Background: an optimization exercise with open tools, aiming at small area. Do not read the settings as production practice. Where RTL was checked, it was by simulation tests only, not by an equivalence proof against the original. The RTL of runs 1 and 2 was laid out without a check of its function. Power is estimated from default activity; no workload was simulated.

[config.mk]
export PLATFORM = sky130hd
export DESIGN_NAME = rf_multiport
export DESIGN_NICKNAME = rf_multiport
export VERILOG_FILES = /design/flow/design.v
export SDC_FILE = /design/flow/constraint.sdc
export NUM_CORES = 4
export LEC_CHECK = 0
export CAP_MARGIN = 20
export CORE_MARGIN = 2
export CORE_UTILIZATION = 65
export SLEW_MARGIN = 20
export SYNTH_HIERARCHICAL = 1
export SYNTH_MINIMUM_KEEP_SIZE = 0
[constraint.sdc]
create_clock -name core_clock -period 5.0 [get_ports {clk}]
set_input_delay 1.0000 -clock core_clock [delete_from_list [all_inputs] [get_ports {clk}]]
set_output_delay 1.0000 -clock core_clock [all_outputs]
set_load 0.01 [all_outputs]
[design.v]
package rf_pkg;
    localparam int          RF_DATA_W  = 32;
    localparam int          RF_ADDR_W  = 5;
    localparam int          RF_NUM_RD  = 3;
    localparam int          RF_SP_IDX  = 29;
    localparam logic [31:0] RF_SP_INIT = 32'h0000_0400;
endpackage
import rf_pkg::*;
module rf_clear_seq
#(
    parameter int ADDR_W = RF_ADDR_W
) (
    input  logic              clk,
    input  logic              rst_n,
    input  logic              clr_req,
    output logic              busy,
    output logic [ADDR_W-1:0] clr_addr
);
    logic [ADDR_W-1:0] r_cnt;
    logic              r_busy;
    always_ff @(posedge clk or negedge rst_n) begin
        if (!rst_n) begin
            r_cnt  <= '0;
            r_busy <= 1'b1;
        end else begin
            r_cnt  <= r_cnt + ADDR_W'(r_busy | clr_req);
            r_busy <= r_busy ? ~&r_cnt : clr_req;
        end
    end
    assign busy     = r_busy;
    assign clr_addr = r_cnt;
endmodule
import rf_pkg::*;
module rf_aoi222 (
    input  logic a0,
    input  logic a1,
    input  logic b0,
    input  logic b1,
    input  logic c0,
    input  logic c1,
    output logic y_n
);
    assign y_n = ~((a0 & a1) | (b0 & b1) | (c0 & c1));
endmodule
module rf_multiport
#(
    parameter int                DATA_W  = RF_DATA_W,
    parameter int                ADDR_W  = RF_ADDR_W,
    parameter int                NUM_RD  = RF_NUM_RD,
    parameter int                SP_IDX  = RF_SP_IDX,
    parameter logic [DATA_W-1:0] SP_INIT = DATA_W'(RF_SP_INIT)
) (
    input  logic                     clk,
    input  logic                     rst_n,
    input  logic                     en,
    input  logic                     clr_req,
    output logic                     busy,
    input  logic                     w0_en,
    input  logic [ADDR_W-1:0]        w0_addr,
    input  logic [DATA_W-1:0]        w0_data,
    input  logic                     w1_en,
    input  logic [ADDR_W-1:0]        w1_addr,
    input  logic [DATA_W-1:0]        w1_data,
    input  logic [NUM_RD*ADDR_W-1:0] rd_addr,
    output logic [NUM_RD*DATA_W-1:0] rd_data
);
    localparam int                NUM_ENT   = 2 ** ADDR_W;
    localparam logic [ADDR_W-1:0] ADDR_ZERO = {ADDR_W{1'b0}};
    localparam int                NUM_GRP   = (NUM_ENT - 2) / 3;
    logic [DATA_W-1:0]  r_mem [1:NUM_ENT-1];
    logic [ADDR_W-1:0]  w_clr_addr;
    logic               w_wr0_ok;
    logic               w_wr1_ok;
    logic [ADDR_W-1:0]  w_p1_addr;
    logic [DATA_W-1:0]  w_p1_data;
    logic [NUM_ENT-1:1] w_we0;
    logic [NUM_ENT-1:1] w_we1;
    logic [NUM_ENT-1:1] w_hold;
    rf_clear_seq #(
        .ADDR_W (ADDR_W)
    ) u_clear_seq (
        .clk      (clk),
        .rst_n    (rst_n),
        .clr_req  (clr_req),
        .busy     (busy),
        .clr_addr (w_clr_addr)
    );
    assign w_wr1_ok  = busy | (en & ~clr_req & w1_en);
    assign w_wr0_ok  = ~busy & en & ~clr_req & w0_en;
    assign w_p1_addr = busy ? w_clr_addr : w1_addr;
    for (genvar b = 0; b < DATA_W; b++) begin : g_p1d
        if (SP_INIT[b]) begin : g_one
            assign w_p1_data[b] = busy ? (w_clr_addr == ADDR_W'(SP_IDX)) : w1_data[b];
        end else begin : g_zero
            assign w_p1_data[b] = ~busy & w1_data[b];
        end
    end
    for (genvar e = 1; e < NUM_ENT; e++) begin : g_ent
        logic [DATA_W-1:0] w_nxt_n;
        assign w_we1[e]  = w_wr1_ok & (w_p1_addr == ADDR_W'(e));
        assign w_we0[e]  = w_wr0_ok & (w0_addr == ADDR_W'(e)) & ~w_we1[e];
        assign w_hold[e] = ~w_we1[e] & ~w_we0[e];
        for (genvar b = 0; b < DATA_W; b++) begin : g_bit
            rf_aoi222 u_nxt (
                .a0  (w_we1[e]),
                .a1  (w_p1_data[b]),
                .b0  (w_we0[e]),
                .b1  (w0_data[b]),
                .c0  (w_hold[e]),
                .c1  (r_mem[e][b]),
                .y_n (w_nxt_n[b])
            );
        end
        always_ff @(posedge clk) begin
            r_mem[e] <= ~w_nxt_n;
        end
    end
    for (genvar g = 0; g < NUM_RD; g++) begin : g_rd
        logic [ADDR_W-1:0]  w_lane_addr;
        logic [NUM_ENT-1:1] w_sel;
        logic [NUM_GRP-1:0] w_grp_n [DATA_W];
        assign w_lane_addr = rd_addr[g*ADDR_W +: ADDR_W];
        for (genvar e = 1; e < NUM_ENT; e++) begin : g_sel
            assign w_sel[e] = ~busy & (w_lane_addr == ADDR_W'(e));
        end
        for (genvar b = 0; b < DATA_W; b++) begin : g_bit
            for (genvar k = 0; k < NUM_GRP; k++) begin : g_grp
                rf_aoi222 u_mux (
                    .a0  (w_sel[3*k+1]),
                    .a1  (r_mem[3*k+1][b]),
                    .b0  (w_sel[3*k+2]),
                    .b1  (r_mem[3*k+2][b]),
                    .c0  (w_sel[3*k+3]),
                    .c1  (r_mem[3*k+3][b]),
                    .y_n (w_grp_n[b][k])
                );
            end
            assign rd_data[g*DATA_W + b] = ~&w_grp_n[b]
                                         | (w_sel[NUM_ENT-1] & r_mem[NUM_ENT-1][b]);
        end
    end
endmodule
[run.sh]
#!/bin/bash
# synth_recipe.tcl (not shown) runs the flow's synth.tcl, then flattens the netlist and writes it again
# the make line also repeats each setting of config.mk as NAME=value (left out here)
make -C /OpenROAD-flow-scripts/flow DESIGN_CONFIG=/design/flow/config.mk WORK_HOME=/design/flow/orfs CLKGATE_MAP_FILE= SYNTH_SCRIPT=/design/flow/synth_recipe.tcl finish
==> impl_metrics.json, run 1 <==
{
  "grt_util_all_layers": 0.916,
  "synth.largest_area_cell": "dfxtp_1",
  "fp.dieW_um": 276,
  "ys_top_cells_by_count": "1952 x a222oi_1, 996 x inv_1, 992 x dfxtp_1",
  "initial_core_util": 0.659,
  "syn_nets": 4808,
  "ctsHoldBuffers": 0,
  "syn_area_sq_mm": 0.0481,
  "syn_avg_cell_area_sq_um": 10.2,
  "numCtsBuffers": 99,
  "first_global_vias": 72600,
  "synth_most_common_cell": "a222oi_1",
  "syn_inst": 4711,
  "grt_remaining_overflow": 797,
  "grt_pass1_wl_um": 531000,
  "error_line": "[ERROR GRT-0116] Global routing finished with congestion. Check the congestion regions in the DRC Viewer.",
  "place_inst": 6242,
  "netlist_top_cells_area": "dfxtp_1 41%, a222oi_1 41%, inv_1 7.8%",
  "die_h_um": 276,
  "outcome": "aborted with a tool error",
  "pre_cts_ws_ns": -0.407,
  "clock-sinks": 998,
  "ys_warn_count": 13,
  "grt_max_degree": 33,
  "ys_ff_latch": 998,
  "synth_ff_type": "dfxtp_1",
  "seq_area_frac_synth": 0.416,
  "async_flop_share": 0.00601,
  "port_buffers": 191,
  "clock-root-buffer": "clkbuf_16",
  "synth.top_cell.area_share": 0.413,
  "num_rows": 99,
  "hpwl_um": 174000,
  "ios": 192,
  "cts_max_path_buffers": 3,
  "synth_edf_count": 0,
  "place_congestion": 1.11,
  "ys_types": 44,
  "flow.stopped_at": "5_1_grt",
  "cts-htree-levels": 3
}
cell families after synthesis:
family                     count (synthesis)  synth area share
AOI/OAI and AO/OA                       2124             0.441
xor gates and xnor gates                   3          0.000546
adders and majority gates                  2          0.000520
buffers and inverters                   1045            0.0823
and+or+nand+nor                          539            0.0595
DFF                                      998             0.416
power groups by stage:
| stage | Sequential [W] | Clock (W) | Combinational, W |
|---|---|---|---|
| floorplan | 0.0144 | 0 | 0.00530 |
| global placement | 0.0153 | 0 | 0.00795 |
| detailed placement | 0.0156 | 0 | 0.00847 |
| CTS | 0.0155 | 0.00760 | 0.00870 |
stage by stage:
step | area (sq um) | utilization
CTS | 62700 | 0.857
detailed placement | 57400 | 0.785
global placement | 56400 | 0.772
floorplan | 48100 | -
layer usage:
metal	global-route usage	overflow
met5	0.757	21
met4	0.891	277
met3	0.860	102
met2	0.983	309
met1	0.920	88
per-module statistics from Yosys, one instance, submodules excluded, a selection:
module        flip-flops and latches  cell area, sq um
rf_multiport                     992             28400
rf_aoi222                          0              10.0
worst max-delay path by stage:
stage,startpoint,endpoint,cells after the start
2_1_floorplan,rd_addr[1],rd_data[14],6
3_3_place_gp,rd_addr[7],rd_data[37],10
3_5_place_dp,rd_addr[7],rd_data[50],10
4_1_cts,rd_addr[9],rd_data[50],10
timing repair:
action | 4_1_cts
gates cloned | 48
buffers inserted | 115
endpoints found under the setup margin | 96
hold endpoints to repair | 0
resized for setup | 95
pin swaps | 111
==> run 2, diff against run 1 <==
--- a/design.v
+++ b/design.v
@@ -15,18 +15,25 @@
     input  logic              clr_req,
     output logic              busy,
+    output logic              idle,
     output logic [ADDR_W-1:0] clr_addr
 );
     logic [ADDR_W-1:0] r_cnt;
     logic              r_busy;
+    logic              r_idle;
+    logic              w_busy_nxt;
+    assign w_busy_nxt = r_busy ? ~&r_cnt : clr_req;
     always_ff @(posedge clk or negedge rst_n) begin
         if (!rst_n) begin
             r_cnt  <= '0;
             r_busy <= 1'b1;
+            r_idle <= 1'b0;
         end else begin
             r_cnt  <= r_cnt + ADDR_W'(r_busy | clr_req);
-            r_busy <= r_busy ? ~&r_cnt : clr_req;
+            r_busy <= w_busy_nxt;
+            r_idle <= ~w_busy_nxt;
         end
     end
     assign busy     = r_busy;
+    assign idle     = r_idle;
     assign clr_addr = r_cnt;
 endmodule
@@ -69,4 +76,5 @@
     localparam int                NUM_GRP   = (NUM_ENT - 2) / 3;
     logic [DATA_W-1:0]  r_mem [1:NUM_ENT-1];
+    logic               w_idle;
     logic [ADDR_W-1:0]  w_clr_addr;
     logic               w_wr0_ok;
@@ -84,4 +92,5 @@
         .clr_req  (clr_req),
         .busy     (busy),
+        .idle     (w_idle),
         .clr_addr (w_clr_addr)
     );
@@ -121,6 +130,14 @@
         logic [NUM_GRP-1:0] w_grp_n [DATA_W];
         assign w_lane_addr = rd_addr[g*ADDR_W +: ADDR_W];
+        logic [3:0] w_lo;
+        logic [(NUM_ENT/4)-1:0] w_hi;
+        for (genvar j = 0; j < 4; j++) begin : g_lo
+            assign w_lo[j] = w_idle & (w_lane_addr[1:0] == 2'(j));
+        end
+        for (genvar i = 0; i < NUM_ENT / 4; i++) begin : g_hi
+            assign w_hi[i] = (w_lane_addr[ADDR_W-1:2] == (ADDR_W-2)'(i));
+        end
         for (genvar e = 1; e < NUM_ENT; e++) begin : g_sel
-            assign w_sel[e] = ~busy & (w_lane_addr == ADDR_W'(e));
+            assign w_sel[e] = w_lo[e % 4] & w_hi[e / 4];
         end
         for (genvar b = 0; b < DATA_W; b++) begin : g_bit
==> flow/run.sh (new file) <==
#!/bin/bash
# The standard layout, with buffering and sizing kept to the smaller cells
# the ports buffered with buf_2, a leaner clock tree and global routing that
# keeps more of met1 and met2 free. Each make run logs to a file here; the
# tools' own logs are under orfs/logs/.
set -euo pipefail
W=$(pwd)
HOOK=$W/flow/small_cells.tcl
for step in FLOORPLAN GLOBAL_PLACE RESIZE DETAIL_PLACE REPAIR_TIMING_POST_PLACE CTS DETAIL_ROUTE; do
    export PRE_${step}_TCL=$HOOK
done
export PRE_GLOBAL_ROUTE_TCL=$W/flow/grt_layers.tcl
export BUFFER_PORTS_ARGS="-buffer_cell sky130_fd_sc_hd__buf_2"
# Clock tree: larger sink clusters, small clock buffers, no dummy loads.
export CTS_ARGS="-sink_clustering_enable -repair_clock_nets -sink_clustering_size 30 -sink_clustering_max_diameter 80 -buf_list {sky130_fd_sc_hd__clkbuf_4 sky130_fd_sc_hd__clkbuf_8} -dont_use_dummy_load"
bash standard.sh synth > $W/make_synth.log 2>&1
bash standard.sh > $W/make_layout.log 2>&1
==> flow/grt_layers.tcl (new file) <==
# Global routing: leave more of met1 and met2 free for pin access, so that
# more of the long nets go up to met3 and met4.
source [file join [file dirname [info script]] small_cells.tcl]
set_global_routing_layer_adjustment met1 0.45
set_global_routing_layer_adjustment met2 0.35
set_global_routing_layer_adjustment met3 0.2
set_global_routing_layer_adjustment met4 0.2
set_global_routing_layer_adjustment met5 0.2
==> flow/small_cells.tcl (new file) <==
set_dont_use [get_lib_cells {
    sky130_fd_sc_hd__buf_8 sky130_fd_sc_hd__buf_12 sky130_fd_sc_hd__buf_16
    sky130_fd_sc_hd__bufinv_8 sky130_fd_sc_hd__bufinv_16
    sky130_fd_sc_hd__clkbuf_16
    sky130_fd_sc_hd__inv_12 sky130_fd_sc_hd__inv_16
    sky130_fd_sc_hd__clkinv_8 sky130_fd_sc_hd__clkinv_16
}]
==> standard.sh (new file) <==
#!/bin/bash
# synth_recipe.tcl (not shown) runs the flow's synth.tcl, then flattens the netlist and writes it again
# the make line also repeats each setting of config.mk as NAME=value (left out here)
make -C /OpenROAD-flow-scripts/flow DESIGN_CONFIG=/design/flow/config.mk WORK_HOME=/design/flow/orfs CLKGATE_MAP_FILE= SYNTH_SCRIPT=/design/flow/synth_recipe.tcl "${@:-finish}"
--- a/config.mk
+++ b/config.mk
@@ -7,6 +7,10 @@
 export LEC_CHECK = 0
 export CAP_MARGIN = 20
+export CELL_PAD_IN_SITES_DETAIL_PLACEMENT = 1
+export CELL_PAD_IN_SITES_GLOBAL_PLACEMENT = 1
 export CORE_MARGIN = 2
-export CORE_UTILIZATION = 65
+export CORE_UTILIZATION = 40
+export CTS_BUF_LIST = sky130_fd_sc_hd__clkbuf_4 sky130_fd_sc_hd__clkbuf_8
+export PLACE_DENSITY = 0.58
 export SLEW_MARGIN = 20
 export SYNTH_HIERARCHICAL = 1
removed: run.sh
==> run 2 against run 1 <==
- the flow again stops in 5_1_grt
- synthesized area is 0.30% higher
- synthesized cell count is 0.19% lower
==> impl_metrics.json, run 2 <==
{
  "yosys.area_share.simple": 0.0599,
  "cts_max_path_buffers": 3,
  "seq_area_frac_synth": 0.415,
  "place_congestion": 1.09,
  "synth.largest_area_cell": "dfxtp_1",
  "syn_inst": 4702,
  "die_h_um": 351,
  "port_buffers": 191,
  "synth_edf_count": 0,
  "clock-sinks": 999,
  "syn_nets": 4799,
  "clock-root-buffer": "clkbuf_8",
  "syn_area_sq_mm": 0.0483,
  "place_inst": 7040,
  "ys_types": 49,
  "synth_xor_area_frac": 0.000544,
  "num_rows": 127,
  "grt_remaining_overflow": 2,
  "ios": 192,
  "ys_ff_latch": 999,
  "synth-compound-area-share": 0.442,
  "ys_top_cells_by_count": "1952 x a222oi_1, 996 x inv_1, 992 x dfxtp_1",
  "initial_core_util": 0.403,
  "synth_mux_area_frac": 0.000207,
  "netlist_top_cells_area": "dfxtp_1 41%, a222oi_1 40%, inv_1 7.7%",
  "ys_warn_count": 13,
  "fp.dieW_um": 351,
  "synth_top_family_by_area": "compound AO/OA/AOI/OAI gates",
  "async_flop_share": 0.00701,
  "syn_avg_cell_area_sq_um": 10.3,
  "synth_fa_ha_area_frac": 0.000518,
  "synth_most_common_cell": "a222oi_1",
  "grt_util_all_layers": 0.752,
  "cts-htree-levels": 2,
  "synth_ff_type": "dfxtp_1",
  "error_line": "[ERROR GRT-0232] Routing congestion too high. Check the congestion heatmap in the GUI.",
  "flow.stopped_at": "5_1_grt",
  "grt_max_degree": 37,
  "numCtsBuffers": 59,
  "synth.top_cell.area_share": 0.411,
  "hpwl_um": 259000,
  "outcome": "aborted with a tool error"
}
[run 2: kinds of logic after synthesis]
group,after synthesis
muxes,1
and+or+nand+nor,533
buffers and inverters,1036
AOI/OAI and AO/OA,2128
DFF,999
xor gates and xnor gates,3
adders and majority gates,2
[run 2: what timing repair did]
action,CTS
resized for setup,37
buffers inserted,84
hold endpoints to repair,6
pin swaps,58
cloned,11
hold buffers,1
endpoints found under the setup margin,96
[run 2: worst min-delay path by stage]
stage                              end  slack, ns  cells past startpoint
floorplan                 r_mem[10][0]       0.49                      2
detailed placement       r_mem[25][14]       0.52                      2
CTS                 u_clear_seq.r_idle       0.44                      3
global placement         r_mem[22][18]       0.50                      2
[run 2: metrics by stage]
| stage | area [sq um] | setup WS, ns | TNS, ns | power (W) |
|---|---|---|---|---|
| after CTS | 57200 | -0.0279 | -0.0805 | 0.0276 |
| after detailed placement | 55800 | 0.156 | 0 | 0.0239 |
| after global placement | 55700 | 0.143 | 0 | 0.0233 |
| after floorplan | 48300 | 0.811 | 0 | 0.0192 |
[run 2: per-layer routing]
metal | GRT usage | overflow
met3 | 0.656 | 0
met2 | 0.863 | 2
met1 | 0.817 | 0
met5 | 0.431 | 0
met4 | 0.675 | 0
[run 2: per-module statistics from Yosys, one instance, submodules excluded, a selection]
| module | cells inside | cell area [sq um] | flops+latches |
|---|---|---|---|
| rf_aoi222 | 1 | 10.0 | 0 |
| rf_multiport | 2730 | 28500 | 992 |
[run 2: power groups by stage]
stage          Clock, W  Combinational (W)  Sequential [W]
4_1_cts         0.00390            0.00831          0.0154
3_5_place_dp          0            0.00826          0.0156
3_3_place_gp          0            0.00786          0.0154
2_1_floorplan         0            0.00507          0.0141
==> run 3, diff against run 2 <==
--- a/design.v
+++ b/design.v
@@ -49,4 +49,22 @@
 );
     assign y_n = ~((a0 & a1) | (b0 & b1) | (c0 & c1));
+endmodule
+module rf_wr_ctl (
+    input  logic wr1,
+    input  logic wr0,
+    output logic we1,
+    output logic we0,
+    output logic hold
+);
+    assign we1  = wr1;
+    assign we0  = wr0 & ~wr1;
+    assign hold = ~wr1 & ~wr0;
+endmodule
+module rf_rd_sel (
+    input  logic lo,
+    input  logic hi,
+    output logic sel
+);
+    assign sel = lo & hi;
 endmodule
 module rf_multiport
@@ -107,7 +125,11 @@
     for (genvar e = 1; e < NUM_ENT; e++) begin : g_ent
         logic [DATA_W-1:0] w_nxt_n;
-        assign w_we1[e]  = w_wr1_ok & (w_p1_addr == ADDR_W'(e));
-        assign w_we0[e]  = w_wr0_ok & (w0_addr == ADDR_W'(e)) & ~w_we1[e];
-        assign w_hold[e] = ~w_we1[e] & ~w_we0[e];
+        rf_wr_ctl u_ctl (
+            .wr1  (w_wr1_ok & (w_p1_addr == ADDR_W'(e))),
+            .wr0  (w_wr0_ok & (w0_addr == ADDR_W'(e))),
+            .we1  (w_we1[e]),
+            .we0  (w_we0[e]),
+            .hold (w_hold[e])
+        );
         for (genvar b = 0; b < DATA_W; b++) begin : g_bit
             rf_aoi222 u_nxt (
@@ -139,5 +161,9 @@
         end
         for (genvar e = 1; e < NUM_ENT; e++) begin : g_sel
-            assign w_sel[e] = w_lo[e % 4] & w_hi[e / 4];
+            rf_rd_sel u_sel (
+                .lo  (w_lo[e % 4]),
+                .hi  (w_hi[e / 4]),
+                .sel (w_sel[e])
+            );
         end
         for (genvar b = 0; b < DATA_W; b++) begin : g_bit
==> flow/run.sh (replaced) <==
#!/bin/bash
# The standard layout, with buffering and sizing kept to the smaller cells,
# the ports buffered with buf_2 and global routing that keeps more of met1 and
# met2 free. Each make run logs to a file here; the tools' own logs are under
# orfs/logs/.
set -euo pipefail
W=$(pwd)
HOOK=$W/flow/small_cells.tcl
for step in FLOORPLAN GLOBAL_PLACE RESIZE DETAIL_PLACE REPAIR_TIMING_POST_PLACE CTS DETAIL_ROUTE; do
    export PRE_${step}_TCL=$HOOK
done
export PRE_GLOBAL_ROUTE_TCL=$W/flow/grt_layers.tcl
export BUFFER_PORTS_ARGS="-buffer_cell sky130_fd_sc_hd__buf_2"
bash standard.sh synth > $W/make_synth.log 2>&1
bash standard.sh > $W/make_layout.log 2>&1
==> flow/small_cells.tcl (replaced) <==
set_dont_use [get_lib_cells {
    sky130_fd_sc_hd__buf_8 sky130_fd_sc_hd__buf_12 sky130_fd_sc_hd__buf_16
    sky130_fd_sc_hd__bufinv_8 sky130_fd_sc_hd__bufinv_16
    sky130_fd_sc_hd__inv_12 sky130_fd_sc_hd__inv_16
    sky130_fd_sc_hd__clkinv_8 sky130_fd_sc_hd__clkinv_16
}]
--- a/config.mk
+++ b/config.mk
@@ -10,7 +10,7 @@
 export CELL_PAD_IN_SITES_GLOBAL_PLACEMENT = 1
 export CORE_MARGIN = 2
-export CORE_UTILIZATION = 40
-export CTS_BUF_LIST = sky130_fd_sc_hd__clkbuf_4 sky130_fd_sc_hd__clkbuf_8
-export PLACE_DENSITY = 0.58
+export CORE_UTILIZATION = 28
+export PLACE_DENSITY = 0.4
+export SETUP_SLACK_MARGIN = 0.15
 export SLEW_MARGIN = 20
 export SYNTH_HIERARCHICAL = 1
==> run 3 against run 2 <==
- the run again fails in 5_1_grt
- synthesized area rose by 0.65%
- synthesized cell count rose by 0.83%
==> impl_metrics.json, run 3 <==
{
  "syn_nets": 4838,
  "hpwl_um": 268000,
  "num_rows": 152,
  "syn_avg_cell_area_sq_um": 10.3,
  "ctsHoldBuffers": 0,
  "numCtsBuffers": 135,
  "clock-sinks": 999,
  "synth.top_cell.area_share": 0.409,
  "grt_util_all_layers": 0.535,
  "synth_edf_count": 0,
  "initial_core_util": 0.282,
  "error_line": "[ERROR GRT-0232] Routing congestion too high. Check the congestion heatmap in the GUI.",
  "die_h_um": 421,
  "fp.dieW_um": 421,
  "ys_types": 41,
  "ys_ff_latch": 999,
  "synth.largest_area_cell": "dfxtp_1",
  "cts-htree-levels": 4,
  "syn_inst": 4741,
  "grt_remaining_overflow": 3,
  "flow.stopped_at": "5_1_grt",
  "clock-root-buffer": "clkbuf_16",
  "port_buffers": 191,
  "place_congestion": 0.997,
  "grt_max_degree": 42,
  "outcome": "aborted with a tool error",
  "synth_most_common_cell": "a222oi_1",
  "ios": 192,
  "netlist_top_cells_area": "dfxtp_1 41%, a222oi_1 40%, inv_1 7.7%",
  "async_flop_share": 0.00701,
  "cts_max_path_buffers": 3,
  "syn_area_sq_mm": 0.0486,
  "seq_area_frac_synth": 0.412,
  "ys_warn_count": 13,
  "synth_ff_type": "dfxtp_1",
  "place_area_sq_mm": 0.0556,
  "ys_top_cells_by_count": "1952 x a222oi_1, 995 x inv_1, 992 x dfxtp_1"
}
==> run 3: cell types whose count changed after synthesis, moves of 6 or more <==
cell | previous run | this run
a211oi_1 | 28 | 0
nand3b_1 | 18 | 0
or3b_2 | 9 | 0
and3b_1 | 0 | 12
and2_1 | 32 | 94
buf_2 | 14 | 0
nor3b_1 | 0 | 16
nor2b_4 | 0 | 31
nand3_1 | 13 | 3
or3_1 | 6 | 0
a2bb2oi_1 | 28 | 0
nor3_1 | 1 | 13
buf_4 | 5 | 31
and3_1 | 0 | 7
==> run 3: how the worst max path moves through the flow <==
stage	startpoint	end	cells past startpoint	slack, ns
after CTS	u_clear_seq.r_idle	rd_data[90]	9	-0.16
after floorplan	rd_addr[5]	rd_data[32]	5	1.48
after detailed placement	rd_addr[11]	rd_data[90]	8	-0.27
after global placement	rd_addr[11]	rd_data[90]	8	-0.29
==> run 3: what timing repair did <==
item	in CTS
setup endpoints to repair	96
gates resized for setup	258
gates cloned	15
buffers inserted	104
hold endpoints to repair	0
pin swaps	174
==> run 3: layer usage <==
metal | global-route usage | GRT overflow
met1 | 0.647 | 0
met2 | 0.722 | 3
met3 | 0.354 | 0
met4 | 0.404 | 0
met5 | 0.0878 | 0
==> run 3: through the flow <==
step	instances	setup slack [ns]	util
after CTS	8112	-0.160	0.357
after floorplan	4741	1.48	-
after global placement	7749	-0.289	0.323
after detailed placement	7749	-0.271	0.323
==> run 3: cell families after synthesis <==
group / Yosys count / synth area share
compound gates: 2065 / 0.427
xor+xnor: 3 / 0.000541
fa+ha+maj: 2 / 0.000515
buf+inv: 1045 / 0.0833
flops: 999 / 0.412
mux: 2 / 0.000412
simple gates: 625 / 0.0765
==> run 3: power by group through the flow <==
| stage | clock [W] | combinational [W] | sequential, W |
|---|---|---|---|
| 2_1_floorplan | 0 | 0.00343 | 0.0119 |
| 3_3_place_gp | 0 | 0.00590 | 0.0128 |
| 3_5_place_dp | 0 | 0.00606 | 0.0129 |
| 4_1_cts | 0.0101 | 0.00616 | 0.0127 |
==> run 3: per-module statistics from Yosys, one instance, submodules excluded, a selection <==
module        cells  flops+latches  area, sq um
rf_aoi222         1              0         10.0
rf_multiport   2583            992        27400
rf_rd_sel         1              0         6.26
rf_wr_ctl         3              0         25.0
